Source: an optimization exercise on an open RTL-to-GDS flow (aim: small area, a short achievable clock period and few clock cycles per item). Production flows keep margins and buffers that such runs may drop. The RTL was checked by simulation tests, not by an equivalence proof against the original design. Power and IR drop assume default switching activity.

==> design.v <==
package ictw_pkg;
    localparam int CMD_W     = 2;
    localparam int CONN_W    = 6;
    localparam int KIND_W    = 2;
    localparam int TIMEOUT_W = 6;
    localparam int COUNT_W   = 7;
    localparam logic [COUNT_W-1:0] COUNT_MAX = 7'd127;
    localparam int DEF_MAX_CONNECTIONS = 64;
    localparam int DEF_MAX_SLOTS       = 64;
    typedef enum logic [CMD_W-1:0] {
        CMD_OPEN    = 2'd0,
        CMD_REFRESH = 2'd1,
        CMD_CLOSE   = 2'd2,
        CMD_TICK    = 2'd3
    } t_cmd;
    typedef enum logic [KIND_W-1:0] {
        KIND_NONE    = 2'd0,
        KIND_CLOSED  = 2'd1,
        KIND_EXPIRED = 2'd2
    } t_kind;
    typedef struct packed {
        logic                 we;
        logic [TIMEOUT_W-1:0] wdata;
        logic [TIMEOUT_W-1:0] timeout;
    } t_cfg;
    typedef struct packed {
        logic              valid;
        t_kind             kind;
        logic [CONN_W-1:0] conn;
        logic              last;
    } t_evt;
endpackage
module ictw_engine #(
    parameter int MAX_CONNECTIONS = ictw_pkg::DEF_MAX_CONNECTIONS,
    parameter int MAX_SLOTS       = ictw_pkg::DEF_MAX_SLOTS
) (
    input  logic                           i_clk,
    input  logic                           i_rst_n,
    input  logic                           i_req_valid,
    input  logic                           i_req_next_tick,   
    output logic                           o_req_take,
    input  logic [ictw_pkg::CMD_W-1:0]     i_req_command,
    input  logic [ictw_pkg::CONN_W-1:0]    i_req_conn,
    input  logic                           i_cfg_we,
    input  logic [ictw_pkg::TIMEOUT_W-1:0] i_cfg_wdata,
    input  logic                           i_evt_full,
    output logic                           o_evt_valid,
    output logic [ictw_pkg::KIND_W+ictw_pkg::CONN_W:0] o_evt
);
    localparam int TIMEOUT_W = ictw_pkg::TIMEOUT_W;
    localparam int CONN_W    = ictw_pkg::CONN_W;
    localparam int KIND_W    = ictw_pkg::KIND_W;
    localparam int COUNT_W   = ictw_pkg::COUNT_W;
    localparam logic [COUNT_W-1:0] COUNT_MAX = ictw_pkg::COUNT_MAX;
    localparam int NC = MAX_CONNECTIONS;
    localparam int NS = MAX_SLOTS;
    localparam int SW = $clog2(NS);
    localparam logic [2:0] RL_RUN  = 3'd0;   
    localparam logic [2:0] RL_ADJ  = 3'd1;   
    localparam logic [2:0] RL_NM   = 3'd3;   
    localparam logic [2:0] RL_N1   = 3'd4;   
    localparam logic [2:0] RL_TNM  = 3'd6;   
    logic [TIMEOUT_W-1:0] r_t;
    logic                 r_ena;        
    logic                 r_n2;         
    logic [SW-1:0]        r_e;          
    logic [SW-1:0]        r_e1, r_e2, r_e3;   
    logic [SW-1:0]        r_new;        
    logic [2:0]           r_rl;
    logic                 r_pclean;     
    logic                 r_ph;         
    logic                 r_clr_all;    
    logic [NS-1:0]        r_rsel;       
    logic [NC-1:0]        r_slot [NS];
    logic [NC-1:0]        r_nrow1;      
    logic [NC-1:0]        r_nm;         
    logic [NC-1:0]        r_live;
    logic [NC-1:0]        r_le1;        
    logic [COUNT_W-1:0]   r_cnt [NC];
    logic [NC-1:0]        r_pend;
    logic                 r_pend_v;
    logic                 run;
    logic                 r_eng_ok;     
    assign run = (r_rl == RL_RUN);
    logic [NC-1:0] col;
    logic is_open, is_close, is_tick, is_enter;
    logic go, enter_go, tick_go, open_go, close_go, live_c;
    always_comb begin
        col = '0;
        col[i_req_conn] = 1'b1;
    end
    assign is_open  = (i_req_command == ictw_pkg::CMD_OPEN);
    assign is_close = (i_req_command == ictw_pkg::CMD_CLOSE);
    assign is_tick  = (i_req_command == ictw_pkg::CMD_TICK);
    assign is_enter = !i_req_command[1];
    assign go       = i_req_valid && !i_evt_full && r_eng_ok;
    assign enter_go = go && is_enter && r_ena;
    assign tick_go  = go && is_tick && r_ena;
    assign open_go  = go && is_open;
    assign close_go = go && is_close;
    assign live_c   = r_live[i_req_conn];
    assign o_req_take = go;
    function automatic logic [NC-1:0] prefix_or(input logic [NC-1:0] v);
        logic [NC-1:0] p;
        p = {v[NC-2:0], 1'b0};
        for (int d = 1; d < NC; d = d * 2) begin
            p = p | (p << d);
        end
        prefix_or = p;
    endfunction
    function automatic logic [CONN_W-1:0] enc(input logic [NC-1:0] oh);
        enc = '0;
        for (int b = 0; b < CONN_W; b++) begin
            for (int i = 0; i < NC; i++) begin
                if (((i >> b) & 1) == 1) enc[b] = enc[b] | oh[i];
            end
        end
    endfunction
    logic [NC-1:0] xmask, x_pre, x_rest, p_pre, p_rest;
    logic          x_any, x_more, p_more;
    logic [CONN_W-1:0] x_idx, p_idx;
    assign xmask  = r_nrow1 & r_live & r_le1;
    assign x_pre  = prefix_or(xmask);
    assign x_rest = xmask & x_pre;
    assign x_any  = |xmask;
    assign x_more = |x_rest;
    assign x_idx  = enc(xmask & ~x_pre);
    assign p_pre  = prefix_or(r_pend);
    assign p_rest = r_pend & p_pre;
    assign p_more = |p_rest;
    assign p_idx  = enc(r_pend & ~p_pre);
    logic drain_go;
    assign drain_go = r_pend_v && !i_evt_full;
    always_comb begin
        o_evt = {ictw_pkg::KIND_NONE, CONN_W'(0), 1'b1};
        if (r_pend_v) begin
            o_evt = {ictw_pkg::KIND_EXPIRED, p_idx, !p_more};
        end else if (is_tick && r_ena && x_any) begin
            o_evt = {ictw_pkg::KIND_EXPIRED, x_idx, !x_more};
        end else if (is_close && live_c) begin
            o_evt = {ictw_pkg::KIND_CLOSED, i_req_conn, 1'b1};
        end
    end
    assign o_evt_valid = drain_go || go;
    logic pend_v_n;
    always_comb begin
        pend_v_n = r_pend_v;
        if (drain_go) begin
            pend_v_n = p_more;
        end else if (tick_go) begin
            pend_v_n = x_more;
        end
    end
    always_ff @(posedge i_clk) begin
        if (!i_rst_n) begin
            r_pend_v <= 1'b0;
        end else begin
            r_pend_v <= pend_v_n;
        end
    end
    always_ff @(posedge i_clk) begin
        if (drain_go) begin
            r_pend <= p_rest;
        end else if (tick_go) begin
            r_pend <= x_rest;
        end
    end
    logic              r_s1v, r_s2v;    
    logic [CONN_W-1:0] r_s1c, r_s2c;
    logic [SW-1:0]     r_srow;
    logic              r_c_e;           
    logic              r_c_new;         
    logic [SW-1:0]     r_rsel_b;        
    logic [NS-1:0]     prow, oh_e, oh_new;
    logic [NC-1:0]     pcol, scol, rd_raw, rd;
    logic              hit_s, hit_c;
    assign oh_e   = NS'(1) << r_e;
    assign oh_new = NS'(1) << r_new;
    assign scol   = ({NC{r_s1v}} & (NC'(1) << r_s1c)) | ({NC{r_s2v}} & (NC'(1) << r_s2c));
    always_comb begin
        if (r_ph) begin
            prow = ({NS{r_c_e}} & oh_e) | ({NS{r_c_new}} & oh_new) | {NS{r_clr_all}};
            pcol = '1;
        end else begin
            prow = {NS{r_s1v || r_s2v}} & (NS'(1) << r_srow);
            pcol = scol;
        end
    end
    for (genvar r = 0; r < NS; r++) begin : g_row
        always_ff @(posedge i_clk) begin
            r_slot[r] <= ~(r_slot[r] | (pcol & {NC{prow[r]}}));
        end
    end
    always_ff @(posedge i_clk) begin
        r_ph      <= !i_rst_n || !r_ph;
        r_clr_all <= !i_rst_n || (r_clr_all && !r_ph);
        if (!i_rst_n) begin
            r_s1v   <= 1'b0;
            r_s2v   <= 1'b0;
            r_c_e   <= 1'b0;
            r_c_new <= 1'b0;
        end else begin
            r_s1v <= enter_go;
            r_s2v <= r_ph && r_s1v;
            if (r_ph) begin
                r_c_e   <= tick_go;
                r_c_new <= 1'b0;
            end else begin
                r_c_e   <= tick_go || r_c_e;
                r_c_new <= tick_go && r_c_e;
            end
        end
        r_s1c <= i_req_conn;
        r_s2c <= r_s1c;
        if (!(r_ph && (r_s1v || r_s2v))) begin
            r_srow <= r_new;
        end
    end
    assign hit_s = (r_s1v || r_s2v) && (r_srow == r_rsel_b);
    assign hit_c = (r_c_e && (r_e == r_rsel_b)) || (r_c_new && (r_new == r_rsel_b));
    always_comb begin
        rd_raw = '0;
        for (int r = 0; r < NS; r++) begin
            rd_raw = rd_raw | (r_slot[r] & {NC{r_rsel[r]}});
        end
    end
    always_comb begin
        if (hit_c) begin
            rd = '0;
        end else begin
            rd = (rd_raw ^ {NC{r_ph}}) | (scol & {NC{hit_s}});
        end
    end
    always_ff @(posedge i_clk) begin
        if (r_rl == RL_N1) begin
            r_nrow1 <= rd | (col & {NC{enter_go && r_n2}});
        end else if (tick_go) begin
            r_nrow1 <= rd;
        end else if (enter_go && r_n2) begin
            r_nrow1 <= r_nrow1 | col;
        end
    end
    always_ff @(posedge i_clk) begin
        if (!i_rst_n) begin
            r_nm <= '0;
        end else if ((r_rl == RL_NM) || (r_rl == RL_TNM)) begin
            r_nm <= rd;
        end else if (tick_go) begin
            r_nm <= '0;
        end else if (enter_go) begin
            r_nm <= r_nm | col;
        end
    end
    for (genvar i = 0; i < NC; i++) begin : g_conn
        logic inc_i, hit_i;
        assign inc_i = enter_go && col[i] && !r_nm[i] && (r_cnt[i] != COUNT_MAX);
        assign hit_i = tick_go && r_nrow1[i] && r_live[i];
        always_ff @(posedge i_clk) begin
            if (!i_rst_n) begin
                r_live[i] <= 1'b0;
                r_cnt[i]  <= '0;
                r_le1[i]  <= 1'b1;
            end else begin
                if (open_go && col[i]) begin
                    r_live[i] <= 1'b1;
                end else if ((close_go && col[i]) || (tick_go && xmask[i])) begin
                    r_live[i] <= 1'b0;
                end
                if (close_go && col[i]) begin
                    r_cnt[i] <= '0;
                    r_le1[i] <= 1'b1;
                end else if (inc_i) begin
                    r_cnt[i] <= r_cnt[i] + 1'b1;
                    r_le1[i] <= (r_cnt[i] == '0);
                end else if (hit_i) begin
                    r_cnt[i] <= r_le1[i] ? '0 : COUNT_W'(r_cnt[i] - 1'b1);
                    r_le1[i] <= r_le1[i] || (r_cnt[i] == COUNT_W'(2));
                end
            end
        end
    end
    function automatic logic [SW-1:0] inc(input logic [SW-1:0] v, input logic [TIMEOUT_W-1:0] t);
        inc = (v == SW'(t)) ? '0 : SW'(v + 1'b1);
    endfunction
    logic [SW-1:0] new_b;
    logic [2:0]    rl_n;
    logic          ena_n;
    assign ena_n = (r_rl == RL_ADJ) ? (r_t != '0) : r_ena;
    always_comb begin
        rl_n = r_rl;
        if (i_cfg_we) begin
            rl_n = RL_ADJ;
        end else begin
            case (r_rl)
                RL_ADJ:  rl_n = RL_NM;
                RL_NM:   rl_n = RL_N1;
                RL_N1:   rl_n = RL_RUN;
                RL_TNM:  rl_n = RL_RUN;
                default: if (tick_go && !r_pclean) rl_n = RL_TNM;
            endcase
        end
    end
    always_ff @(posedge i_clk) begin
        if (!i_rst_n) begin
            r_eng_ok <= 1'b0;
        end else begin
            r_eng_ok <= !pend_v_n && !(r_clr_all && !r_ph) &&
                        ((rl_n == RL_RUN) ||
                         ((rl_n == RL_N1) && !(i_req_next_tick && ena_n)));
        end
    end
    logic [SW-1:0] e_adj;
    assign e_adj = (r_e > SW'(r_t)) ? '0 : r_e;
    assign new_b = (e_adj == '0) ? SW'(r_t) : SW'(e_adj - 1'b1);
    always_ff @(posedge i_clk) begin
        if (!i_rst_n) begin
            r_t      <= '0;
            r_ena    <= 1'b0;
            r_n2     <= 1'b0;
            r_e      <= '0;
            r_e1     <= '0;
            r_e2     <= '0;
            r_e3     <= '0;
            r_new    <= '0;
            r_rl     <= RL_RUN;
            r_pclean <= 1'b1;
            r_rsel   <= NS'(1);
            r_rsel_b <= '0;
        end else begin
            if (i_cfg_we) begin
                r_t <= i_cfg_wdata;
            end
            r_rl <= rl_n;
            case (r_rl)
                RL_ADJ: begin
                    if (r_e > SW'(r_t)) begin
                        r_pclean <= 1'b0;
                    end
                    r_e      <= e_adj;
                    r_ena    <= (r_t != '0);
                    r_n2     <= (r_t == TIMEOUT_W'(1));
                    r_new    <= new_b;
                    r_e1     <= inc(e_adj, r_t);
                    r_rsel   <= NS'(1) << new_b;
                    r_rsel_b <= new_b;
                end
                RL_NM: begin
                    r_e2   <= inc(r_e1, r_t);
                    r_rsel <= NS'(1) << r_e1;
                    r_rsel_b <= r_e1;
                end
                RL_N1: begin
                    r_e3   <= inc(r_e2, r_t);
                    r_rsel <= NS'(1) << r_e2;
                    r_rsel_b <= r_e2;
                end
                RL_TNM: begin
                    r_rsel <= NS'(1) << r_e2;
                    r_rsel_b <= r_e2;
                end
                default: begin
                    if (tick_go) begin
                        r_pclean <= 1'b1;
                        r_new    <= r_e;
                        r_e      <= r_e1;
                        r_e1     <= r_e2;
                        r_e2     <= r_e3;
                        r_e3     <= inc(r_e3, r_t);
                        r_rsel   <= r_pclean ? (NS'(1) << r_e3) : (NS'(1) << r_e);
                        r_rsel_b <= r_pclean ? r_e3 : r_e;
                    end
                end
            endcase
        end
    end
endmodule
module idle_connection_timing_wheel_top #(
    parameter int MAX_CONNECTIONS = ictw_pkg::DEF_MAX_CONNECTIONS,
    parameter int MAX_SLOTS       = ictw_pkg::DEF_MAX_SLOTS
) (
    input  logic                             i_clk,
    input  logic                             i_rst_n,
    input  logic                             i_req_valid,
    output logic                             o_req_ready,
    input  logic [ictw_pkg::CMD_W-1:0]       i_req_command,
    input  logic [ictw_pkg::CONN_W-1:0]      i_req_connection,
    output logic                             o_rsp_valid,
    input  logic                             i_rsp_ready,
    output logic [ictw_pkg::KIND_W-1:0]      o_rsp_event_kind,
    output logic [ictw_pkg::CONN_W-1:0]      o_rsp_event_connection,
    output logic                             o_rsp_last,
    input  logic                             i_cfg_we,
    input  logic [ictw_pkg::TIMEOUT_W-1:0]   i_cfg_wdata
);
    localparam int CMD_W  = ictw_pkg::CMD_W;
    localparam int CONN_W = ictw_pkg::CONN_W;
    localparam int KIND_W = ictw_pkg::KIND_W;
    localparam int EVT_W  = KIND_W + CONN_W + 1;
    logic                 r_m_v, r_s_v;
    logic [CMD_W-1:0]     r_m_cmd, r_s_cmd;
    logic [CONN_W-1:0]    r_m_conn, r_s_conn;
    logic                 take;
    logic                 r_e0_v, r_e1_v;
    logic [EVT_W-1:0]     r_e0, r_e1;
    logic                 evt_valid;
    logic [EVT_W-1:0]     evt;
    logic                 m_free;
    logic                 next_tick;
    ictw_engine #(
        .MAX_CONNECTIONS (MAX_CONNECTIONS),
        .MAX_SLOTS       (MAX_SLOTS)
    ) u_engine (
        .i_clk         (i_clk),
        .i_rst_n       (i_rst_n),
        .i_req_valid   (r_m_v),
        .i_req_next_tick (next_tick),
        .o_req_take    (take),
        .i_req_command (r_m_cmd),
        .i_req_conn    (r_m_conn),
        .i_cfg_we      (i_cfg_we),
        .i_cfg_wdata   (i_cfg_wdata),
        .i_evt_full    (r_e1_v),
        .o_evt_valid   (evt_valid),
        .o_evt         (evt)
    );
    assign m_free = !r_m_v || take;
    always_comb begin
        if (!m_free) begin
            next_tick = (r_m_cmd == ictw_pkg::CMD_TICK);
        end else if (r_s_v) begin
            next_tick = (r_s_cmd == ictw_pkg::CMD_TICK);
        end else begin
            next_tick = (i_req_command == ictw_pkg::CMD_TICK);
        end
    end
    always_ff @(posedge i_clk) begin
        if (!i_rst_n) begin
            r_m_v <= 1'b0;
            r_s_v <= 1'b0;
        end else begin
            if (m_free) begin
                r_m_v <= r_s_v || i_req_valid;
            end
            if (!r_s_v) begin
                r_s_v <= i_req_valid && !m_free;
            end else if (m_free) begin
                r_s_v <= 1'b0;
            end
        end
    end
    always_ff @(posedge i_clk) begin
        if (m_free) begin
            r_m_cmd  <= r_s_v ? r_s_cmd  : i_req_command;
            r_m_conn <= r_s_v ? r_s_conn : i_req_connection;
        end
        if (!r_s_v) begin
            r_s_cmd  <= i_req_command;
            r_s_conn <= i_req_connection;
        end
    end
    assign o_req_ready = !r_s_v;
    always_ff @(posedge i_clk) begin
        if (!i_rst_n) begin
            r_e0_v <= 1'b0;
            r_e1_v <= 1'b0;
        end else begin
            r_e0_v <= r_e1_v || evt_valid || (r_e0_v && !i_rsp_ready);
            if (r_e1_v) begin
                r_e1_v <= !i_rsp_ready;
            end else begin
                r_e1_v <= evt_valid && r_e0_v && !i_rsp_ready;
            end
        end
    end
    always_ff @(posedge i_clk) begin
        if (!r_e0_v || i_rsp_ready) begin
            r_e0 <= r_e1_v ? r_e1 : evt;
        end
        if (!r_e1_v) begin
            r_e1 <= evt;
        end
    end
    assign o_rsp_valid            = r_e0_v;
    assign o_rsp_event_kind       = r_e0[EVT_W-1 -: KIND_W];
    assign o_rsp_event_connection = r_e0[1 +: CONN_W];
    assign o_rsp_last             = r_e0[0];
endmodule
==> run.sh <==
#!/bin/bash
# synth_recipe.tcl (not shown) runs the flow's synth.tcl, then flattens the netlist and writes it again
# the make line also repeats each setting of config.mk as NAME=value (left out here)
make -C /OpenROAD-flow-scripts/flow DESIGN_CONFIG=/design/flow/config.mk WORK_HOME=/design/flow/orfs CLKGATE_MAP_FILE= SYNTH_SCRIPT=/design/flow/synth_recipe.tcl finish
==> config.mk <==
export PLATFORM = sky130hd
export DESIGN_NAME = idle_connection_timing_wheel_top
export DESIGN_NICKNAME = idle_connection_timing_wheel_top
export VERILOG_FILES = /design/flow/design.v
export SDC_FILE = /design/flow/constraint.sdc
export NUM_CORES = 4
export LEC_CHECK = 0
export CAP_MARGIN = 20
export CELL_PAD_IN_SITES_DETAIL_PLACEMENT = 2
export CELL_PAD_IN_SITES_GLOBAL_PLACEMENT = 2
export CORE_MARGIN = 2
export CORE_UTILIZATION = 40
export PLACE_DENSITY = 0.6
export SETUP_SLACK_MARGIN = 4
export SLEW_MARGIN = 20
export SYNTH_MEMORY_MAX_BITS = 8192
==> constraint.sdc <==
create_clock -name core_clock -period 8.0 [get_ports {i_clk}]
set_input_delay 1.6000 -clock core_clock [delete_from_list [all_inputs] [get_ports {i_clk}]]
set_output_delay 1.6000 -clock core_clock [all_outputs]
set_load 0.01 [all_outputs]
==> results of run 1 <==
-- kinds of logic after synthesis --
kind of cell,share of synthesized area [%]
simple gates,10.9
mux,0.536
flops,52.6
buf+inv,4.11
fa+ha+maj,1.79
compound gates,28.8
xor+xnor,1.27
-- area by class of cell --
class,instances,share of cell area (%)
diodes,31,0.0348
repair buffers,640,2.82
well taps,6450,3.62
clock buffers,826,7.29
flip-flops and latches,5039,46.0
multi-input cells,13707,38.6
clock inverters,190,1.12
inverters,287,0.486
-- stage by stage --
stage               setup slack, ns  instance area, um2  utilization [%]
global route                   3.90              223000             46.0
finish                         3.79              223000             46.0
global placement               3.07              202000             41.7
floorplan                      4.01              195000                -
detailed placement             2.95              203000             41.7
CTS                            4.00              222000             45.8
-- worst paths after layout --
check / startpoint / to / slack [ns] / depth (start not counted)
max: u_engine.r_rsel[59] / u_engine.r_nm[48] / 3.79 / 11
min: u_engine.r_slot[6][42] / u_engine.r_slot[6][42] / 0.41 / 1
max reg2reg: u_engine.r_rsel[59] / u_engine.r_nm[48] / 3.79 / 11
min reg2reg: u_engine.r_slot[6][42] / u_engine.r_slot[6][42] / 0.41 / 1
-- power breakdown --
| group | leakage [uW] | internal, uW | switching (uW) |
|---|---|---|---|
| Sequential | 0.0423 | 29300 | 2850 |
| Combinational | 0.0317 | 2730 | 6940 |
| Clock | 0.00919 | 15200 | 11700 |
| Total | 0.0832 | 47200 | 21500 |
-- metal layers --
metal	wire length [um]	share of wire [%]
met5	314	0.028
met4	95200	8.5
met3	106000	9.5
met2	491000	44
met1	430000	38
-- worst register-to-register path, cell delays in order (launching register included) --
cell and delay, ns:
sky130_fd_sc_hd__dfxtp_4 1.06, sky130_fd_sc_hd__buf_4 0.68, sky130_fd_sc_hd__buf_4 0.42, sky130_fd_sc_hd__a22o_1 0.20
sky130_fd_sc_hd__a221oi_1 0.06, sky130_fd_sc_hd__nand4_1 0.13, sky130_fd_sc_hd__nor4_1 0.08, sky130_fd_sc_hd__xnor2_1 0.34
sky130_fd_sc_hd__o21a_2 0.60, sky130_fd_sc_hd__and3_1 0.30, sky130_fd_sc_hd__o21ai_0 0.09, sky130_fd_sc_hd__a21oi_1 0.20
-- cells in the final DEF, fill, tap and decap left out, types with 42 or more instances in the layout --
cell type,n
sky130_fd_sc_hd__clkinv_2,90
sky130_fd_sc_hd__edfxtp_1,150
sky130_fd_sc_hd__o211a_1,42
sky130_fd_sc_hd__a221oi_1,1160
sky130_fd_sc_hd__clkbuf_8,106
sky130_fd_sc_hd__nor2_1,968
sky130_fd_sc_hd__o211ai_1,82
sky130_fd_sc_hd__a21oi_1,4831
sky130_fd_sc_hd__nand2_1,846
sky130_fd_sc_hd__a22o_1,1039
sky130_fd_sc_hd__or4_1,51
sky130_fd_sc_hd__nand4_1,386
sky130_fd_sc_hd__nor4_1,131
sky130_fd_sc_hd__nand2b_1,75
sky130_fd_sc_hd__a32oi_1,118
sky130_fd_sc_hd__buf_12,104
sky130_fd_sc_hd__nor2b_1,57
sky130_fd_sc_hd__xor2_1,98
sky130_fd_sc_hd__and3_1,321
sky130_fd_sc_hd__nor3_1,430
sky130_fd_sc_hd__or3_1,93
sky130_fd_sc_hd__inv_1,285
sky130_fd_sc_hd__o21ai_0,565
sky130_fd_sc_hd__dfxtp_1,4813
sky130_fd_sc_hd__nor2_4,66
sky130_fd_sc_hd__o22ai_1,98
sky130_fd_sc_hd__nand2b_2,45
sky130_fd_sc_hd__or2_2,45
sky130_fd_sc_hd__a22oi_1,134
sky130_fd_sc_hd__clkbuf_16,569
sky130_fd_sc_hd__dfxtp_4,70
sky130_fd_sc_hd__ha_1,275
sky130_fd_sc_hd__a221o_1,45
sky130_fd_sc_hd__o31ai_1,42
sky130_fd_sc_hd__clkbuf_1,151
sky130_fd_sc_hd__a211oi_1,156
sky130_fd_sc_hd__nand3_1,423
sky130_fd_sc_hd__xnor2_1,181
sky130_fd_sc_hd__buf_4,491
sky130_fd_sc_hd__a31oi_1,107
-- what timing repair did --
| item | in CTS | in global routing |
|---|---|---|
| buffers inserted | 23 | 31 |
| pin swaps | 14 | 20 |
| resized for setup | 145 | 116 |
| hold buffers | 0 | 0 |
| endpoints found under the setup margin | 838 | 307 |
| cloned | 1 | 0 |
-- sequential cells by signal, summed over array words and instances (netlist names), 9 cells and up --
name / count
r_e0: 9
r_e1: 9
u_engine.r_cnt: 448
u_engine.r_le1: 64
u_engine.r_live: 64
u_engine.r_nm: 64
u_engine.r_nrow1: 64
u_engine.r_pend: 63
u_engine.r_rsel: 64
u_engine.r_slot: 4096
==> impl.org, run 1 <==
** Status
- Run status :: complete, no violations

** Worst setup path
- The number of buffers and inverters on the critical path is 2.
- Category of the worst setup path capture point :: register
- On the critical path, the stage with the largest delay is an instance of sky130_fd_sc_hd__dfxtp_4.
- The worst setup path is launched from a register.
- Critical setup path kind :: register to register
- The cell that appears most often on the critical path is sky130_fd_sc_hd__buf_4.
- The largest single stage delay on the critical path is 1.06 ns.
- Data arrives at the worst endpoint at 5.27 ns.
- Required time reported for the critical path endpoint :: 9.06 ns
- Grouping stages by cell kind, the critical path spends the most delay in compound AO/OA/AOI/OAI gates.
- Of all nets on the critical path, the largest fanout is 23.
- The critical path goes through buf_4 > buf_4 > a22o_1 > a221oi_1 > nand4_1 > nor4_1 > xnor2_1 > o21a_2 > and3_1 > o21ai_0 > a21oi_1.

** Route
- Number of vias after detailed routing :: 191,274
- Total iterations of the first detailed-routing run :: 7
- Aggregate routed wire length :: 1,120,000 um
- In this run, the number of DRC markers left after iteration 0 of detailed routing was 24,350.
- Remaining antenna violation count :: 0
- For this run, design rule violations remaining after detail routing come to 0.
- Routed length per instance :: 41.3 um
- Per-cell via count in the routed design :: 7.04

** Power
- For this design the static power due to leakage is 0.0832 uW.
- Power spread over the standard cell area amounts to 308 nW/um2.
- Post-layout power :: 68,700 uW
- IR Drop Worst-Case VDD :: 253 uV

** Finish
- Footprint of the multi-input gates :: 86,200 um2
- Fraction of layout instances using a drive strength above 1 :: 9.75%
- Sequential cell area :: 103,000 um2
- Final-layout fill cell count :: 50,603
- After the flow finishes, the layout carries non-filler instances totaling 27,170.
- Relative to the synthesized area, the layout overhead comes to 14.7%.
- Nets :: 20,535

** Global routing
- After global routing, the most crowded layer is met2.
- Entering global routing, the biggest net connects 110 pins.
- Met3 track demand over resource in global routing :: 8.73%
- Global routing usage on met2 :: 67.7%
- Global router's overall resource usage :: 43.7%
- Total congestion overflow after global routing :: 0
- The number of antenna violations at the first check in global routing is 82.
- The via count of the first global-routing pass is 187,661.
- Met1 Track Usage GR :: 54.4%
- The first global-routing pass estimated 1,540,000 um of wire.

** Place
- Port buffering added 29 buffers.
- Routability congestion estimate from global placement :: 0.973
- Dpl hpwl :: 648,000 um
- Counting tap cells, the placed design contains a total of 26,067 instances.

** Hold path
- The min-delay analysis places its worst path in the category register to register.

** Clock tree
- The cell sitting at the root of the clock tree is a sky130_fd_sc_hd__clkbuf_16.
- Maximum level of the CTS H-tree :: 6
- Clock Latency Late Sink :: 1.16 ns
- After clock tree synthesis, the clock-pin slew on the worst setup and hold paths is 0.06 ns.
- TritonCTS created 564 clock buffers.
- No sink is reached through more buffers than the 4 on the longest clock path.
- TritonCTS built the clock tree.
- The tree built by TritonCTS fans out to 5,039 sinks.

** Synthesis
- Share of the synthesized area in the top cell type :: 50.3%
- Post-synth design cell area :: 195,000 um2
- Most frequent cell after synthesis :: sky130_fd_sc_hd__dfxtp_1
- Register bit count reported by yosys :: 5,039
- Number of synthesis warnings :: 4
- Per-instance average area after synthesis :: 9.33 um2
- Library cell occupying the most area in the post-synthesis netlist :: sky130_fd_sc_hd__dfxtp_1
- Top_reg_cell synth :: sky130_fd_sc_hd__dfxtp_1
- When the netlist entered floorplanning its net count stood at 21,164.
- Top cells by count, synth :: sky130_fd_sc_hd__dfxtp_1 (4,889), sky130_fd_sc_hd__a21oi_1 (4,836), sky130_fd_sc_hd__clkbuf_1 (1,591)
- Counting flops with a built-in enable in the synthesized netlist gives 150.
- By area the synthesized netlist is led by sky130_fd_sc_hd__dfxtp_1 (50%), sky130_fd_sc_hd__a21oi_1 (12%), sky130_fd_sc_hd__a221oi_1 (5.2%).
- In the synthesized netlist, the number of instances is 20,868.
- Share of synthesized registers carrying an async set or reset :: 0%
- Post-synthesis sequential area ratio :: 52.6%
- Cell variety after synth :: 99

** Floorplan
- Once the floorplan was initialized, standard cells occupied 40.1% of the core.
- Standard cell core area :: 485,000 um2
- The die is 701 um tall.
- Area of the die :: 492,000 um2
- Cell row count :: 256
- Total I/O pin count :: 30
- Horizontal die dimension :: 701 um

** Timing
- Setup repair after global routing could not meet its margin everywhere.
- Setup TNS :: 0 ns
- For the pin with the worst max-slew slack, the measured transition is 1.37 ns.
- Static timing analysis puts the maximum clock frequency at 237 MHz.
- Dividing the final minimum period by the clock period gives 52.7%.
- The final count of pins violating max slew is 0.
- Total count of hold-check failures in the final report :: 0
- Final setup fails :: 0
- Minimum period implied by the final worst setup slack :: 4.21 ns
- Hold is met by 0.411 ns.
- Measured against its own limit, the worst slew margin works out to 8.98%.
- Fin Clk Skew :: 0.0812 ns

** Flow run
- Max Cap Viol :: 0
Testbench counts, summed over its fixed seeds: cycles 11,461, requests 11,200.
==> inputs of run 2 (changes only) <==
--- a/config.mk
+++ b/config.mk
@@ -10,6 +10,8 @@
 export CELL_PAD_IN_SITES_GLOBAL_PLACEMENT = 2
 export CORE_MARGIN = 2
 export CORE_UTILIZATION = 40
+export CTS_CLUSTER_DIAMETER = 80
+export CTS_CLUSTER_SIZE = 20
 export PLACE_DENSITY = 0.6
 export SETUP_SLACK_MARGIN = 4
 export SLEW_MARGIN = 20
==> impl.org, run 2 <==
** Worst setup path
- Worst r2r path cells :: 10
- By startpoint and endpoint, the worst setup path is classified as register to register.
- The most critical setup path has its endpoint at u_engine.r_nm[14].
- In this run the worst path has a maximum fanout of 17.
- In this run the number of cells on the critical path is 10.
- In this run the worst setup path begins at u_engine.r_rsel[17].
- STA puts the critical path data required time at 8.94 ns.
- Crit-path max cell delay :: 0.87 ns
- The worst setup path is launched from a register.
- The endpoint identified for the worst register-to-register timing path is u_engine.r_nm[14].
- Data on the critical path arrives at its endpoint at 5.20 ns.
- The worst register-to-register path begins at u_engine.r_rsel[17].
- Worst-case register-to-register setup slack :: 3.73 ns
- CP Cell Sequence :: buf_4 > a22o_1 > a221oi_1 > nand4_1 > nor4_4 > xor2_1 > a21boi_1 > and3_1 > o21ai_0 > a21oi_1
- Worst path bufs/invs :: 1
- The worst setup path is captured at a register.
- In this design, the largest share of critical-path delay is due to compound AO/OA/AOI/OAI gates.
- The slowest stage of the critical path is the sky130_fd_sc_hd__a21boi_1 cell.

** Timing
- The number of hold-slack violations in the final timing report was 0.
- Worst slew pin tran :: 1.51 ns
- RSZ-0062 raised after global routing :: yes
- Final count of pins violating max slew :: 9
- Of the available clock period, the critical path in the final layout requires 53.3%.
- Maximum operating frequency :: 234 MHz
- Minimum period implied by the final worst setup slack :: 4.27 ns
- Final setup fails :: 0
- Relative max-transition margin :: -0.762%
- Worst hold slack after final layout :: 0.414 ns
- Fin Clk Skew :: 0.0856 ns
- Adding up every negative setup slack in the final design gives 0 ns.

** Place
- Number of buffer cells added on primary ports :: 29
- The wire-length estimate of the detail-placed layout is 648,000 um.
- Routability-driven placement finished with a final weighted congestion of 0.973.

** Finish
- In the layout the commonest cells are sky130_fd_sc_hd__a21oi_1 (4,831), sky130_fd_sc_hd__dfxtp_1 (4,815), sky130_fd_sc_hd__a221oi_1 (1,163), sky130_fd_sc_hd__a22o_1 (1,039), sky130_fd_sc_hd__nor2_1 (966).
- Commonest non-fill, non-tap cell in the layout :: sky130_fd_sc_hd__a21oi_1
- The register with the most flip-flops in the layout has 4,096 of them.
- Most flops, register :: u_engine.r_slot
- Fraction of layout instances using a drive strength above 1 :: 7.89%
- The filler cells instantiated in the layout total 51,350.
- Largest registers :: u_engine.r_slot (4096), u_engine.r_cnt (448)
- From synthesis to final layout, the design area changed by 10.0%.
- Nets :: 20,293

** Global routing
- Maximum number of pins on one net before global-route repair :: 110
- The first global-routing pass estimated 1,510,000 um of wire.
- Global routing consumed, over all layers together, 43.0% of the routing resources.
- Antenna violations before repair :: 91
- The via count of the first global-routing pass was 182,448.
- Total congestion overflow after global routing :: 0

** Clock tree
- CTS tree :: yes
- The H-tree was split into 5 levels.
- Clock tree synthesis selected as its root buffer the cell sky130_fd_sc_hd__clkbuf_16.
- Clock transition time at the flip-flop clock pins of the worst setup and hold paths :: 0.08 ns
- The clock net in this run drives a total of 5,039 sinks.
- Counting the buffers created by CTS gives 322.
- No sink is reached through more buffers than the 4 on the longest clock path.
- Clock latency on the worst-skew pair, taken at its later pin, is 1.05 ns.

** Synthesis
- Counting every instance in the synthesized netlist gives 20,868.
- In the synthesized netlist the async set-or-reset flop fraction comes to 0%.
- Yosys mapped a number of flops with a built-in enable equal to 150.
- Per-instance average area after synthesis :: 9.33 um2
- Of the post-synthesis cell area, the dominant cell type holds 50.3%.
- When the netlist entered floorplanning its net count stood at 21,164.
- The synthesized design contains 5,039 register bits.
- Ranked by instance count, the synthesized netlist is headed by sky130_fd_sc_hd__dfxtp_1 (4,889), sky130_fd_sc_hd__a21oi_1 (4,836), sky130_fd_sc_hd__clkbuf_1 (1,591).
- Number of synthesis warnings :: 4
- Post-synthesis sequential area ratio :: 52.6%
- After synthesis, the cell types taking the most area are sky130_fd_sc_hd__dfxtp_1 (50%), sky130_fd_sc_hd__a21oi_1 (12%), sky130_fd_sc_hd__a221oi_1 (5.2%).
- In the synthesized netlist the dominant register cell turns out to be sky130_fd_sc_hd__dfxtp_1.
- Among all cell types in the netlist, the one instantiated most often is sky130_fd_sc_hd__dfxtp_1.
- Post-synth design cell area :: 195,000 um2
- After synthesis, the netlist uses 99 different library cells.
- The biggest area contributor in the post-synthesis netlist is sky130_fd_sc_hd__dfxtp_1.

** Hold path
- The tightest min-delay check is of the register to register type.

** Floorplan
- Initial Utilization :: 40.1%
- Measured along the x axis, the die boundary spans 701 um.
- Total I/O pin count :: 30
- Height of the chip :: 701 um
- Cell row count :: 256
- Standard cell core area :: 485,000 um2
- The die covers 492,000 um2.

** Route
- Total iterations of the first detailed-routing run :: 6
- Number of vias after detailed routing :: 188,640
- After detailed routing, the number of remaining DRC violations is 0.
- The count of nets left with antenna violations once routing finished came out at 0.
- In the final routed layout, each cell accounts on average for 41.6 um.
- Per-cell via count in the routed design :: 7.09
- Aggregate routed wire length :: 1,110,000 um
- 1st-iter DRT viols :: 25,194

** Power
- In this run the static leakage power is 0.0788 uW.
- IR Drop Worst-Case VDD :: 194 uV
- Power per cell area :: 278 nW/um2

** Flow run
- Max Cap Viol :: 0

** Status
- SO Viols :: max-slew violations
- Run status :: failed layout checks
## run 2: metrics by stage
stage                     util [%]  cells  area, um2  setup slack, ns  power (uW)
after floorplan                  -  20868     195000             4.01       36000
after global placement        41.7  26061     202000             3.07       41000
after detailed placement      41.7  26067     203000             2.95       41400
after CTS                     43.9  26548     213000             3.97       58900
after global routing          44.1  26593     214000             3.85       61000
final                         44.1  26623     214000             3.73       59600
## run 2: worst register-to-register path: cells and delay by family, from the launching register on
| kind | cells | cell delay [ns] |
|---|---|---|
| and+or+nand+nor | 3 | 1.31 |
| xor gates and xnor gates | 1 | 0.14 |
| AOI/OAI and AO/OA | 5 | 1.74 |
| DFF | 1 | 0.52 |
| buffers and inverters | 1 | 0.51 |
## run 2: cell families (layout without fill, tap and decap cells)
family / Yosys count / count (layout) / synth area share (%)
AOI/OAI and AO/OA: 8843 / 8843 / 28.8
DFF: 5039 / 5039 / 52.6
and+or+nand+nor: 4228 / 4228 / 10.9
buffers and inverters: 2122 / 1383 / 4.11
xor gates and xnor gates: 282 / 282 / 1.27
adders and majority gates: 279 / 279 / 1.79
muxes: 75 / 75 / 0.536
other: 0 / 44 / 0
## run 2: layout make-up
| type | count | area [um2] | area share [%] |
|---|---|---|---|
| antenna | 44 | 110 | 0.0514 |
| clock buffer | 367 | 8560 | 4.00 |
| clock inverter | 89 | 1130 | 0.528 |
| inverter | 287 | 1080 | 0.506 |
| multi-input combinational | 13707 | 86200 | 40.3 |
| sequential | 5039 | 103000 | 47.9 |
| tap | 6450 | 8070 | 3.77 |
| timing repair buffer | 640 | 6320 | 2.95 |
## run 2: how the worst min path moves through the flow
stage | startpoint | endpoint | slack [ns] | depth (start not counted)
5_1_grt | u_engine.r_slot[2][4] | u_engine.r_slot[2][4] | 0.42 | 1
6_report | u_engine.r_slot[63][21] | u_engine.r_slot[63][21] | 0.41 | 1
2_1_floorplan | u_engine.r_s1c[4] | u_engine.r_s2c[4] | 0.33 | 0
3_5_place_dp | u_engine.r_slot[25][31] | u_engine.r_slot[25][31] | 0.40 | 1
3_3_place_gp | u_engine.r_slot[53][0] | u_engine.r_slot[53][0] | 0.40 | 1
4_1_cts | u_engine.r_slot[40][49] | u_engine.r_slot[40][49] | 0.42 | 1
## run 2: routing by layer
metal	part of all wire [%]	global-route usage [%]	wire [um]	vias to the layer above
li1	-	-	-	76507
met1	39	54.1	428000	98297
met2	44	67.5	490000	10553
met3	9.3	8.24	103000	3237
met4	7.8	27.9	86100	46
met5	0.029	0	322	-
## run 2: power by group
part | switching, uW | internal (uW)
Sequential | 2810 | 29300
Clock | 9780 | 8120
Combinational | 6870 | 2730
Total | 19500 | 40100
## run 2: timing repair
action                     in CTS  in global routing
gates cloned                    0                  1
hold buffers                    0                  0
buffers inserted               25                 26
pin swaps                      15                 18
setup endpoints to repair     783                355
gates resized for setup       136                118
==> inputs of run 3 (changes only) <==
--- a/config.mk
+++ b/config.mk
@@ -6,12 +6,10 @@
 export NUM_CORES = 4
 export LEC_CHECK = 0
 export CAP_MARGIN = 20
-export CELL_PAD_IN_SITES_DETAIL_PLACEMENT = 2
-export CELL_PAD_IN_SITES_GLOBAL_PLACEMENT = 2
+export CELL_PAD_IN_SITES_DETAIL_PLACEMENT = 4
+export CELL_PAD_IN_SITES_GLOBAL_PLACEMENT = 4
 export CORE_MARGIN = 2
-export CORE_UTILIZATION = 40
-export CTS_CLUSTER_DIAMETER = 80
-export CTS_CLUSTER_SIZE = 20
+export CORE_UTILIZATION = 35
 export PLACE_DENSITY = 0.6
 export SETUP_SLACK_MARGIN = 4
 export SLEW_MARGIN = 20
==> impl.org, run 3 <==
** Status
- Run status :: aborted with a tool error
- Stage where the flow stopped :: 3_5_place_dp
- The tool reported: "[ERROR DPL-0033] detailed placement checks failed during check placement".

** Synthesis
- The synthesized design devotes to its leading area cell type 50.3% of total area.
- Most frequent cell after synthesis :: sky130_fd_sc_hd__dfxtp_1
- Number of instances in the synthesized netlist :: 20,868
- Post-synth design cell area :: 195,000 um2
- Number of synthesis warnings :: 4
- In this run, distinct cell masters in the synthesized netlist total 99.
- Yosys mapped a number of flops with a built-in enable equal to 150.
- Register bit count reported by yosys :: 5,039
- Dominant cells by area after synthesis :: sky130_fd_sc_hd__dfxtp_1 (50%), sky130_fd_sc_hd__a21oi_1 (12%), sky130_fd_sc_hd__a221oi_1 (5.2%)
- Top_reg_cell synth :: sky130_fd_sc_hd__dfxtp_1
- Per-instance average area after synthesis :: 9.33 um2
- Post-synthesis sequential area ratio :: 52.6%
- Share of synthesized registers carrying an async set or reset :: 0%
- Library cell occupying the most area in the post-synthesis netlist :: sky130_fd_sc_hd__dfxtp_1
- By count the netlist is led by sky130_fd_sc_hd__dfxtp_1 (4,889), sky130_fd_sc_hd__a21oi_1 (4,836), sky130_fd_sc_hd__clkbuf_1 (1,591).
- Synthesized net count :: 21,164

** Place
- Routability congestion estimate from global placement :: 0.924
- Dpl hpwl :: 852,000 um
- Number of buffer cells added on primary ports :: 29

** Floorplan
- The initial utilization of the core area, before any placement, comes to 35.2%.
- Height of the chip :: 750 um
- From left edge to right edge, the die measures 750 um.
- Cell row count :: 273
- Total I/O pin count :: 30
==> run 3: cell counts after synthesis <==
Identical to the previous run, type by type.
==> run 3: kinds of logic after synthesis <==
logic type,count (synthesis),synth area share (%)
compound gates,8843,28.8
mux,75,0.536
flops,5039,52.6
fa+ha+maj,279,1.79
xor+xnor,282,1.27
simple gates,4228,10.9
buf+inv,2122,4.11
==> run 3: per-stage QoR <==
| step | area (um2) | hold slack, ns |
|---|---|---|
| floorplan | 195000 | 0.329 |
| global placement | 204000 | 0.397 |
==> run 3: how the worst min path moves through the flow <==
stage                                startpoint                      end  cells past startpoint
after floorplan               u_engine.r_s1c[4]        u_engine.r_s2c[4]                      0
after global placement  u_engine.r_slot[13][47]  u_engine.r_slot[13][47]                      1
==> run 3: power by group through the flow <==
stage / Clock [uW] / Sequential (uW) / Combinational, uW
2_1_floorplan: 0 / 31300 / 4680
3_3_place_gp: 0 / 32100 / 9050
==> inputs of run 4 (changes only) <==
--- a/design.v
+++ b/design.v
@@ -224,12 +224,12 @@
             rd_raw = rd_raw | (r_slot[r] & {NC{r_rsel[r]}});
         end
     end
+    logic [NC-1:0] rd_one, rd_zero, rd_plain;
     always_comb begin
-        if (hit_c) begin
-            rd = '0;
-        end else begin
-            rd = (rd_raw ^ {NC{r_ph}}) | (scol & {NC{hit_s}});
-        end
+        rd_one  = {NC{!hit_c}} & ({NC{!r_ph}} | (scol & {NC{hit_s}}));
+        rd_zero = {NC{!hit_c}} & ({NC{r_ph}}  | (scol & {NC{hit_s}}));
+        rd      = (rd_raw & rd_one) | (~rd_raw & rd_zero);
+        rd_plain = rd_raw ^ {NC{r_ph}};
     end
     always_ff @(posedge i_clk) begin
         if (r_rl == RL_N1) begin
@@ -244,7 +244,7 @@
         if (!i_rst_n) begin
             r_nm <= '0;
         end else if ((r_rl == RL_NM) || (r_rl == RL_TNM)) begin
-            r_nm <= rd;
+            r_nm <= rd_plain;
         end else if (tick_go) begin
             r_nm <= '0;
         end else if (enter_go) begin
--- a/config.mk
+++ b/config.mk
@@ -6,10 +6,12 @@
 export NUM_CORES = 4
 export LEC_CHECK = 0
 export CAP_MARGIN = 20
-export CELL_PAD_IN_SITES_DETAIL_PLACEMENT = 4
-export CELL_PAD_IN_SITES_GLOBAL_PLACEMENT = 4
+export CELL_PAD_IN_SITES_DETAIL_PLACEMENT = 2
+export CELL_PAD_IN_SITES_GLOBAL_PLACEMENT = 2
 export CORE_MARGIN = 2
-export CORE_UTILIZATION = 35
+export CORE_UTILIZATION = 40
+export CTS_CLUSTER_DIAMETER = 80
+export CTS_CLUSTER_SIZE = 20
 export PLACE_DENSITY = 0.6
 export SETUP_SLACK_MARGIN = 4
 export SLEW_MARGIN = 20
==> impl.org, run 4 <==
** Worst setup path
- On the critical path, the stage with the largest delay is an instance of sky130_fd_sc_hd__dfxtp_4.
- Crit-path max cell delay :: 0.95 ns
- Counting buffers and inverters, the worst setup path is 10 cells deep.
- Along the worst path, the maximum fanout reaches 24.
- Required time reported for the critical path endpoint :: 8.73 ns
- Type of origin of the critical path :: register
- Largest delay contributor family on the critical path :: buffers and inverters
- Data arrival at the endpoint of the critical path :: 4.93 ns
- The worst setup path is captured at a register.
- Worst path bufs/invs :: 3
- The signal on the critical path passes through buf_4 > buf_4 > a22o_1 > a221oi_1 > nand4_1 > nor4_2 > buf_4 > xor2_1 > a21oi_1 > a221o_1.
- For the worst flop-to-flop path, the logic depth is 10.
- By startpoint and endpoint, the worst setup path is classified as register to register.
- The cell that appears most often on the critical path is sky130_fd_sc_hd__buf_4.

** Finish
- Most flops, register :: u_engine.r_slot
- In the final layout, the share of cells above drive strength 1 is 8.40%.
- At the end of the flow, the number of nets in the layout was 19,855.
- Area added between synthesis and finish :: 10.0%
- Highest-count cells in the layout ignoring fill and taps :: sky130_fd_sc_hd__dfxtp_1 (4,796), sky130_fd_sc_hd__a21oi_1 (4,644), sky130_fd_sc_hd__a221oi_1 (1,223), sky130_fd_sc_hd__a22o_1 (1,051), sky130_fd_sc_hd__nor2_1 (958)
- Core occupancy in the finished layout :: 44.2%
- The register with the most flip-flops in the layout has 4,096 of them.
- Final-layout fill cell count :: 50,717
- Final cell count without fillers :: 26,148
- In the final layout, the registers with the most flip-flops are u_engine.r_slot (4096), u_engine.r_cnt (448).
- Commonest non-fill, non-tap cell in the layout :: sky130_fd_sc_hd__dfxtp_1

** Floorplan
- In this run the horizontal extent of the chip is 698 um.
- Total I/O pin count :: 30
- Standard cell core area :: 479,000 um2
- Area of the die :: 487,000 um2
- The initialized floorplan defines 254 standard-cell rows.
- For this configuration, the core starts out at a cell density of 40.2%.
- From bottom edge to top edge, the die measures 698 um.

** Synthesis
- Yosys printed 4 warnings.
- In this run the cell area of the synthesized design comes to 193,000 um2.
- By count the netlist is led by sky130_fd_sc_hd__dfxtp_1 (4,889), sky130_fd_sc_hd__a21oi_1 (4,649), sky130_fd_sc_hd__clkbuf_1 (1,586).
- Top_reg_cell synth :: sky130_fd_sc_hd__dfxtp_1
- Per-instance average area after synthesis :: 9.43 um2
- Number of instances in the synthesized netlist :: 20,424
- The largest total area in the synthesized netlist belongs to sky130_fd_sc_hd__dfxtp_1.
- Share of the synthesized area in the top cell type :: 50.8%
- Counting flops with an async set or reset pin after synthesis yields a share of 0%.
- Sequential elements use 53.2% of the synthesized area.
- sky130_fd_sc_hd__dfxtp_1 is the most common cell in the netlist.
- The number of different library cells used by synthesis comes to 96.
- When the netlist entered floorplanning its net count stood at 20,720.
- Register bit count reported by yosys :: 5,039
- In this run, synthesis inferred 150 flip-flops with an integrated enable.
- Ranked by total cell area, the synthesized netlist is headed by sky130_fd_sc_hd__dfxtp_1 (51%), sky130_fd_sc_hd__a21oi_1 (12%), sky130_fd_sc_hd__a221oi_1 (5.6%).

** Place
- Once placement completed, the tool counted placed cells totaling 25,572.
- Dpl hpwl :: 634,000 um
- The count of buffers added on input and output ports is 29.
- Routability congestion estimate from global placement :: 0.937
- Place WS :: 2.91 ns

** Clock tree
- At the later pin of the worst-skew pair, clock insertion delay measures 1.07 ns.
- TritonCTS built the clock tree.
- Clock transition time at the flip-flop clock pins of the worst setup and hold paths :: 0.09 ns
- Longest Clk Path Bufs :: 4
- The clock tree synthesis step divided the H-tree into 5 levels.
- Number of buffers inserted during clock tree synthesis :: 322
- Sink count of the clock tree :: 5,039
- In this run, post-CTS hold repair placed 0 buffers.
- Cell chosen for the clock root :: sky130_fd_sc_hd__clkbuf_16

** Timing
- Worst slew pin tran :: 1.36 ns
- Relative max-transition margin :: 9.18%
- RSZ-0062 raised after global routing :: yes
- Setup TNS :: 0 ns
- Final setup fails :: 0
- Total count of hold-check failures in the final report :: 0
- After layout, the minimum clock period comes to 4.21 ns.
- Final cycle utilization of the critical path :: 52.6%
- Fin Clk Skew :: 0.101 ns
- Maximum operating frequency :: 238 MHz
- The final count of pins violating max slew was 0.
- The worst path meets setup with 3.79 ns of slack.

** Route
- Aggregate routed wire length :: 1,090,000 um
- Per-cell via count in the routed design :: 7.11
- In the routed design, unresolved DRC markers number 0.
- The detail route stage leaves a number of antenna-violating nets equal to 0.
- Routed length per instance :: 41.9 um
- The final route contains 186,042 vias.
- For this run, the detailed router's first-pass iteration total came to 8.
- 1st-iter DRT viols :: 25,042

** Flow run
- Max Cap Viol :: 0

** Power
- Power per cell area :: 281 nW/um2
- Across the VDD grid, the largest voltage drop is 258 uV.
- Leakage :: 0.0782 uW

** Global routing
- The first global-routing pass estimated 1,490,000 um of wire.
- Global routing used 42.9% of the available tracks across all layers.
- Antenna violations before repair :: 110
- Via count of the first global-routing pass :: 180,182
- Total congestion overflow after global routing :: 0
- Entering global routing, the biggest net connects 68 pins.

** Status
- Run status :: complete, no violations

** Hold path
- Along the worst hold path, the cell count comes to 1.
- Worst hold path type :: register to register
==> run 4: cell types whose count changed after synthesis, sizes merged, moves of 42 or more <==
cell,change
a21oi,-187
o21ai,-144
nor3,-78
or2,+78
a221oi,+57
a221o,+53
a22oi,-53
nand2,+52
xnor2,-52
inv,-49
o21a,-47
nand2b,-45
and3,-44
nand4,-42
==> run 4: metal layers <==
metal	GRT usage [%]	vias to the layer above	routed length [um]
li1	-	75006	-
met1	54.5	97301	425000
met2	66.7	10576	480000
met3	8.10	3117	106000
met4	27.9	42	83700
met5	0	-	276
==> run 4: worst paths after layout <==
path / startpoint / endpoint / slack (ns)
setup / recovery: u_engine.r_rsel[33] / u_engine.r_nrow1[3] / 3.79
hold / removal: u_engine.r_slot[43][26] / u_engine.r_slot[43][26] / 0.41
setup reg to reg: u_engine.r_rsel[33] / u_engine.r_nrow1[3] / 3.79
hold reg to reg: u_engine.r_slot[43][26] / u_engine.r_slot[43][26] / 0.41
==> run 4: kinds of logic after synthesis <==
group,share of synthesized area [%]
compound gates,29.1
flops,53.2
simple gates,10.2
buf+inv,4.04
fa+ha+maj,1.82
xor+xnor,1.13
mux,0.599
==> run 4: layout make-up <==
| type | count | area [um2] | area share [%] |
|---|---|---|---|
| Clock inverter | 98 | 1160 | 0.550 |
| Clock buffer | 354 | 8510 | 4.02 |
| Tap cell | 6400 | 8010 | 3.78 |
| Multi-Input combinational cell | 13335 | 84600 | 39.9 |
| Inverter | 237 | 895 | 0.422 |
| Timing Repair Buffer | 624 | 5860 | 2.77 |
| Antenna cell | 61 | 153 | 0.0721 |
| Sequential cell | 5039 | 103000 | 48.5 |
==> run 4: repair_timing <==
action,in CTS,in global routing
pin swaps,16,11
setup endpoints to repair,601,174
buffers inserted,28,28
resized for setup,132,106
cloned,1,2
==> run 4: power by group <==
group / internal (uW) / switching [uW]
Combinational: 2760 / 6800
Clock: 7980 / 9860
Sequential: 29300 / 2880
==> run 4: per-stage QoR <==
step           total power [uW]  hold slack, ns  instance area (um2)
2_1_floorplan             36100           0.329               193000
3_3_place_gp              41100           0.397               200000
3_5_place_dp              41500           0.402               200000
4_1_cts                   58900           0.415               211000
5_1_grt                   60900           0.420               212000
6_report                  59500           0.413               212000
Testbench counts of run 4, summed over its fixed seeds: cycles 11,461, requests 11,200.
==> inputs of run 5 (changes only) <==
--- a/config.mk
+++ b/config.mk
@@ -13,6 +13,6 @@
 export CTS_CLUSTER_DIAMETER = 80
 export CTS_CLUSTER_SIZE = 20
 export PLACE_DENSITY = 0.6
-export SETUP_SLACK_MARGIN = 4
+export SETUP_SLACK_MARGIN = 4.3
 export SLEW_MARGIN = 20
 export SYNTH_MEMORY_MAX_BITS = 8192
==> impl.org, run 5 <==
** Clock tree
- The later pin in the worst-skew pair is clocked with a latency of 1.10 ns.
- Number of buffers inserted during clock tree synthesis :: 328
- Clock transition time at the flip-flop clock pins of the worst setup and hold paths :: 0.09 ns
- The clock passes through at most 4 buffers.
- The cell sitting at the root of the clock tree is a sky130_fd_sc_hd__clkbuf_16.
- After clock tree synthesis, the flow added hold-fix buffers numbering 0.
- TritonCTS built the clock tree.
- Sink count of the clock tree :: 5,039
- In this run the number of H-tree levels came out at 5.

** Worst setup path
- Data arrival at the endpoint of the critical path :: 4.68 ns
- The critical path in this run is classified as register to register.
- Critical-path cell with the highest stage delay :: sky130_fd_sc_hd__dfxtp_4
- Crit path launch :: u_engine.r_rsel[2]
- Traced cell by cell, the critical path runs through buf_4 > a22o_1 > a221oi_1 > nand4_1 > nor4_4 > xnor2_1 > a21oi_1 > o21ai_0.
- Category of the worst setup path capture point :: register
- STA classifies the critical path startpoint as a register.
- Crit-path max cell delay :: 0.61 ns
- In this run the critical register-to-register path is launched from u_engine.r_rsel[2].
- Required time reported for the critical path endpoint :: 8.75 ns
- Maximum fanout along the worst path :: 21

** Floorplan
- Cell row count :: 254
- Standard cell core area :: 479,000 um2
- Horizontal die dimension :: 698 um
- Area of the die :: 487,000 um2
- Initial Utilization :: 40.2%
- Pin placement for this block handled 30 I/O pins.
- The die is 698 um tall.

** Route
- After detailed routing, the number of remaining DRC violations is 0.
- In the final routed layout, each cell accounts on average for 42.0 um.
- Detailed routing inserted a total of 187,366 vias.
- Per-cell via count in the routed design :: 7.14
- Remaining antenna violation count :: 0
- 1st-iter DRT viols :: 26,092
- Aggregate routed wire length :: 1,100,000 um
- Total iterations of the first detailed-routing run :: 6

** Place
- Number of buffer cells added on primary ports :: 29
- Detailed placement ended at an HPWL of 627,000 um.
- Routability-driven placement finished with a final weighted congestion of 0.924.

** Timing
- Final count of pins violating max slew :: 35
- The worst path needs 3.93 ns of the cycle, external delays included.
- Static timing analysis puts the maximum clock frequency at 255 MHz.
- Setup TNS :: 0 ns
- Final setup fails :: 0
- In this run the tightest slew margin relative to its limit is -22.4%.
- Worst hold slack after final layout :: 0.414 ns
- Total count of hold-check failures in the final report :: 0
- Worst slew pin tran :: 1.84 ns
- Across the routed clock network, the largest skew measured is 0.0974 ns.
- Dividing the final minimum period by the clock period gives 49.1%.
- RSZ-0062 raised after global routing :: yes

** Power
- IR Drop Worst-Case VDD :: 203 uV
- Clk pwr share :: 30.0%
- Switch Pwr :: 19,600 uW
- Portion of total power attributed to sequential cells :: 53.6%
- Leakage :: 0.0792 uW
- The internal power of the cells totals 40,300 uW.
- Combinational cells account for 16.3% of the total power.
- Dividing total power by cell area gives a power density of 279 nW/um2.
- Net switching is 32.7% of the power.

** Synthesis
- Library cell occupying the most area in the post-synthesis netlist :: sky130_fd_sc_hd__dfxtp_1
- Number of instances in the synthesized netlist :: 20,424
- Number of synthesis warnings :: 4
- Register bit count reported by yosys :: 5,039
- A synthesized cell averages 9.43 um2.
- When the netlist entered floorplanning its net count stood at 20,720.
- Summing the sequential cell areas from Yosys gives 53.2% of the chip area.
- Count of flip-flops with a built-in enable after synthesis :: 150
- In the post-synthesis netlist, the cell with the most instances is sky130_fd_sc_hd__dfxtp_1.
- Cell variety after synth :: 96
- In the synthesized netlist the dominant register cell turns out to be sky130_fd_sc_hd__dfxtp_1.
- The cell area that synthesis handed to floorplanning was 193,000 um2.
- Top cells by count, synth :: sky130_fd_sc_hd__dfxtp_1 (4,889), sky130_fd_sc_hd__a21oi_1 (4,649), sky130_fd_sc_hd__clkbuf_1 (1,586)
- Of all flip-flops after synthesis, the portion carrying an async set or reset was 0%.
- After synthesis, the cell types taking the most area are sky130_fd_sc_hd__dfxtp_1 (51%), sky130_fd_sc_hd__a21oi_1 (12%), sky130_fd_sc_hd__a221oi_1 (5.6%).
- Share of the synthesized area in the top cell type :: 50.8%

** Global routing
- Total congestion overflow after global routing :: 0
- Via count of the first global-routing pass :: 179,702
- Antenna violations before repair :: 96
- For this run, the total global-route usage over all layers was measured as 43.0%.
- Entering global routing, the biggest net connects 104 pins.
- First-pass GRT wire length :: 1,500,000 um

** Hold path
- Startpoint of the lowest-slack hold path :: u_engine.r_slot[14][15]
- Worst hold path type :: register to register

** Finish
- Commonest non-fill, non-tap cell in the layout :: sky130_fd_sc_hd__dfxtp_1
- Nets :: 19,957
- Most flops, register :: u_engine.r_slot
- Highest-count cells in the layout ignoring fill and taps :: sky130_fd_sc_hd__dfxtp_1 (4,750), sky130_fd_sc_hd__a21oi_1 (4,637), sky130_fd_sc_hd__a221oi_1 (1,218), sky130_fd_sc_hd__a22o_1 (1,051), sky130_fd_sc_hd__nor2_1 (944)
- In the final layout, the share of cells above drive strength 1 is 9.75%.
- Max FFs per register :: 4,096
- The largest registers in the layout are u_engine.r_slot (4096), u_engine.r_cnt (448).
- Area added between synthesis and finish :: 11.4%

** Status
- The flow ran to the end, but the layout failed its checks.
- In this run the layout check failures are max-slew violations.

** Flow run
- Max Cap Viol :: 0
run 5: layer usage:
layer  share of wire (%)  track usage [%]  routed length (um)  vias up
li1                    -                -                   -    75232
met1                  39             55.3              431000    97940
met2                  44             66.5              482000    11019
met3                 9.8             7.97              108000     3151
met4                 7.3             27.1               80700       24
met5               0.019                0                 204        -
run 5: final cells by class:
class                           count  area, um2
Antenna cell                       52        130
Clock buffer                      357       8590
Clock inverter                     94       1170
Fill cell                       50470     265000
Inverter                          237        898
Multi-Input combinational cell  13335      85800
Sequential cell                  5039     103000
Tap cell                         6400       8010
Timing Repair Buffer              720       7070
run 5: what timing repair did:
item | CTS | global route
gates cloned | 5 | 3
endpoints found under the setup margin | 1709 | 1037
pin swaps | 39 | 46
buffers inserted | 70 | 95
resized for setup | 338 | 219
run 5: final timing paths:
check,cells past startpoint,slack (ns),endpoint
worst min-delay path,1,0.41,u_engine.r_slot[14][15]
worst max register to register,8,4.07,u_engine.r_nrow1[8]
worst max-delay path,8,4.07,u_engine.r_nrow1[8]
worst min register to register,1,0.41,u_engine.r_slot[14][15]
run 5: power groups by stage:
stage	Clock, uW	Combinational (uW)	Sequential (uW)
global placement	0	8810	32200
detailed placement	0	9100	32400
CTS	18100	9290	31900
global route	18900	9910	32400
floorplan	0	4810	31300
finish	18000	9770	32100
run 5: logic make-up after synthesis:
family,count (synthesis),synth area share (%)
mux,81,0.599
buf+inv,2053,4.04
flops,5039,53.2
compound gates,8695,29.1
xor+xnor,248,1.13
fa+ha+maj,280,1.82
simple gates,4028,10.2
run 5: stage by stage:
step / std cells / power (uW) / utilization (%) / cell area (um2) / setup WS [ns]
6_report: 26234 / 59900 / 44.8 / 214000 / 4.07
5_1_grt: 26184 / 61300 / 44.7 / 214000 / 4.06
4_1_cts: 26084 / 59200 / 44.4 / 213000 / 4.20
3_5_place_dp: 25558 / 41500 / 41.9 / 200000 / 2.90
3_3_place_gp: 25551 / 41100 / 41.8 / 200000 / 2.93
2_1_floorplan: 20424 / 36100 / - / 193000 / 4.25
run 5: worst max-delay path, delay by kind of cell, from the launching register on:
family	cells	cell delay [ns]
simple gates	2	0.88
xor+xnor	1	0.31
flops	1	0.61
buf+inv	1	0.38
compound gates	4	1.38
==> inputs of run 6 (changes only) <==
--- a/config.mk
+++ b/config.mk
@@ -13,6 +13,6 @@
 export CTS_CLUSTER_DIAMETER = 80
 export CTS_CLUSTER_SIZE = 20
 export PLACE_DENSITY = 0.6
-export SETUP_SLACK_MARGIN = 4.3
-export SLEW_MARGIN = 20
+export SETUP_SLACK_MARGIN = 4
+export SLEW_MARGIN = 40
 export SYNTH_MEMORY_MAX_BITS = 8192
==> impl.org, run 6 <==
** Place
- Place WS :: 2.99 ns
- Dpl hpwl :: 650,000 um
- The count of buffers added on input and output ports is 29.
- Routability congestion estimate from global placement :: 0.937

** Worst setup path
- The largest individual stage delay along the critical path comes from the cell sky130_fd_sc_hd__dfxtp_4.
- For this run, the slowest stage of the critical path takes 0.94 ns.
- STA classifies the critical path startpoint as a register.
- Critical setup path kind :: register to register
- Category of the worst setup path capture point :: register
- Required time reported for the critical path endpoint :: 8.74 ns
- Critical R2R Capture :: u_engine.r_nrow1[3]
- Of all nets on the critical path, the largest fanout is 24.
- Data arrival at the endpoint of the critical path :: 4.90 ns
- Walking the worst path, the cells encountered are buf_4 > buf_4 > a22o_1 > a221oi_1 > nand4_1 > nor4_2 > buf_4 > xor2_1 > a21oi_1 > a221o_1.

** Route
- Aggregate routed wire length :: 1,100,000 um
- Number of vias after detailed routing :: 186,019

** Synthesis
- Synthesized-area fraction occupied by xor and xnor cells :: 1.13%
- After synthesis the netlist holds a flip-flop and latch count of 5,039.
- For this run, the leading register cell type out of synthesis is sky130_fd_sc_hd__dfxtp_1.
- Post-synthesis share of cell area spent on and, or, nand and nor gates :: 10.2%
- Synthesized net count :: 20,720
- Post-synth design cell area :: 193,000 um2
- In this run, synthesis inferred 150 flip-flops with an integrated enable.
- Summing the areas of all compound-gate instances in the mapped netlist gives 29.1% of the synthesized area.
- Per-instance average area after synthesis :: 9.43 um2
- Number of synthesis warnings :: 4
- Post-synthesis sequential area ratio :: 53.2%
- The number of different library cells used by synthesis comes to 96.
- Share of the synthesized area in the top cell type :: 50.8%
- Most frequent cell after synthesis :: sky130_fd_sc_hd__dfxtp_1
- Arithmetic-cell share of the synthesized area counting full adders, half adders and majority gates :: 1.82%
- For this run, asynchronously set or reset flops after synthesis account for 0%.
- Top cells by count, synth :: sky130_fd_sc_hd__dfxtp_1 (4,889), sky130_fd_sc_hd__a21oi_1 (4,649), sky130_fd_sc_hd__clkbuf_1 (1,586)

** Timing
- Fin Clk Skew :: 0.0843 ns
- Setup violations remaining at the end of the flow were counted as 0.
- Maximum operating frequency :: 240 MHz
- Adding up every negative setup slack in the final design gives 0 ns.
- Worst hold slack after final layout :: 0.412 ns
- Worst slew pin tran :: 1.23 ns
- Final count of pins violating max slew :: 0
- Minimum period implied by the final worst setup slack :: 4.17 ns

** Floorplan
- Once the floorplan was initialized, standard cells occupied 40.2% of the core.
- Height of the chip :: 698 um
- In this run the core area contains 254 standard-cell rows.
- Standard cell core area :: 479,000 um2

** Finish
- After the flow finishes, the layout carries non-filler instances totaling 26,168.
- Final-layout fill cell count :: 50,565
- The register with the most flip-flops in the final layout is u_engine.r_slot.
- Fraction of layout instances using a drive strength above 1 :: 8.71%
- Nets :: 19,890
- The register with the most flip-flops in the layout has 4,096 of them.

** Power
- Of the total power, the share spent switching nets is 32.7%.
- The internal power of the cells totals 40,200 uW.
- IR analysis of the VDD net gives a maximum drop of 180 uV.
- Portion of total power attributed to sequential cells :: 53.8%
- Leakage :: 0.0787 uW
- Logic pwr share :: 16.2%
- Clk pwr share :: 30.0%

** Hold path
- The path with the worst hold slack has its endpoint at u_engine.r_slot[41][34].
- The worst hold path begins at u_engine.r_slot[41][34].

** Clock tree
- TritonCTS built the clock tree.
- In this run the number of H-tree levels came out at 5.
- At the later pin of the worst-skew pair, clock insertion delay measures 1.07 ns.
- Number of buffers added to fix hold violations after cts :: 0

** Global routing
- The number of antenna violations at the first check in global routing was 102.
- Total congestion overflow after global routing :: 0
- Via count of the first global-routing pass :: 180,152
- Global routing used 42.9% of the available tracks across all layers.
- Maximum number of pins on one net before global-route repair :: 68

** Flow run
- The tool flagged a number of max-cap violations equal to 0.

** Status
- The flow ran to the end and the layout has no timing, DRC or antenna violations.
## run 6: cell counts after synthesis
No cell type changed its count.
## run 6: critical path, delay by kind of cell, from the launching register on
kind / cells / cell delay [ns]
simple gates: 2 / 0.24
buf+inv: 3 / 1.28
flops: 1 / 0.94
xor+xnor: 1 / 0.60
compound gates: 4 / 0.70
## run 6: layout make-up
type	instances	area, um2	share of cell area, %
Inverter	237	895	0.420
Multi-Input combinational cell	13335	84900	39.8
Sequential cell	5039	103000	48.2
Antenna cell	46	115	0.0540
Tap cell	6400	8010	3.76
Timing Repair Buffer	657	6730	3.16
Clock inverter	96	1190	0.557
Clock buffer	358	8530	4.00
## run 6: how the worst max path moves through the flow
stage,depth (start not counted),from,endpoint
CTS,8,u_engine.r_ena,u_engine.r_nrow1[62]
floorplan,14,r_m_conn[1],u_engine.r_cnt[35][5]
global placement,13,r_m_conn[0],u_engine.r_cnt[16][3]
global route,11,u_engine.r_pend[22],u_engine.r_eng_ok
finish,10,u_engine.r_rsel[33],u_engine.r_nrow1[3]
detailed placement,15,u_engine.r_e[5],u_engine.r_rsel[23]
## run 6: kinds of logic after synthesis
kind of cell / Yosys count
buffers and inverters: 2053
DFF: 5039
adders and majority gates: 280
AOI/OAI and AO/OA: 8695
muxes: 81
xor gates and xnor gates: 248
and+or+nand+nor: 4028
## run 6: through the flow
step	area (um2)	utilization [%]	power [uW]
finish	213000	44.5	59800
floorplan	193000	-	36100
global route	213000	44.4	61100
global placement	200000	41.8	41100
detailed placement	202000	42.1	41600
CTS	212000	44.3	59200
## run 6: power groups by stage
stage | sequential [uW] | clock (uW) | combinational [uW]
after floorplan | 31300 | 0 | 4810
final | 32100 | 17900 | 9710
after global placement | 32300 | 0 | 8810
after detailed placement | 32400 | 0 | 9250
after CTS | 31900 | 18000 | 9290
after global routing | 32400 | 18900 | 9850
## run 6: repair_timing
action	in CTS	in global routing
pin swaps	12	9
cloned	1	2
setup buffers	27	22
endpoints found under the setup margin	552	180
gates resized for setup	112	109
## run 6: routing by layer
metal | routed length, um | up-vias | global-route usage (%)
li1 | - | 75050 | -
met1 | 427000 | 97388 | 54.8
met2 | 484000 | 10541 | 67.0
met3 | 104000 | 3006 | 7.93
met4 | 80100 | 34 | 27.2
met5 | 241 | - | 0

afterwards: timing with drivers on the ports:
The results above use ideal ports. As a check the final layouts listed here were re-extracted and re-timed, cells and wires unchanged. Step 1 (the two cells are an assumption about what drives the block):
set clk [get_ports {i_clk}]
set_driving_cell -lib_cell sky130_fd_sc_hd__clkbuf_16 $clk
set_driving_cell -lib_cell sky130_fd_sc_hd__buf_2 [delete_from_list [all_inputs] $clk]
Step 2, shift: input delay + t, output delay - t, t = (earliest + latest rising clock arrival at the registers) / 2. This alone moves slack from input paths to output paths. Three values: ideal, step 1, step 2; two values: the first two.
run | t, ns | setup slack, ns | worst setup path at the end | latest minus earliest clock arrival (ns) | slew at the worst register clock pin (ns)
run 1 | 1.218 | 3.787 / 3.787 / 3.787 | register to register | 0.086 / 0.085 | 0.07 / 0.07
run 2 | 1.155 | 3.734 / 3.734 / 3.734 | register to register | 0.090 / 0.089 | 0.10 / 0.10
run 4 | 1.143 | 3.794 / 3.794 / 3.794 | register to register | 0.101 / 0.101 | 0.10 / 0.10
run 5 | 1.145 | 4.071 / 4.071 / 4.071 | register to register | 0.111 / 0.112 | 0.09 / 0.09
run 6 | 1.147 | 3.833 / 3.833 / 3.781 | input to register | 0.087 / 0.088 | 0.10 / 0.10
For run 6, which loses most, drivers alone change the setup slack by 0.000 ns; drivers and shift together by -0.052 ns.
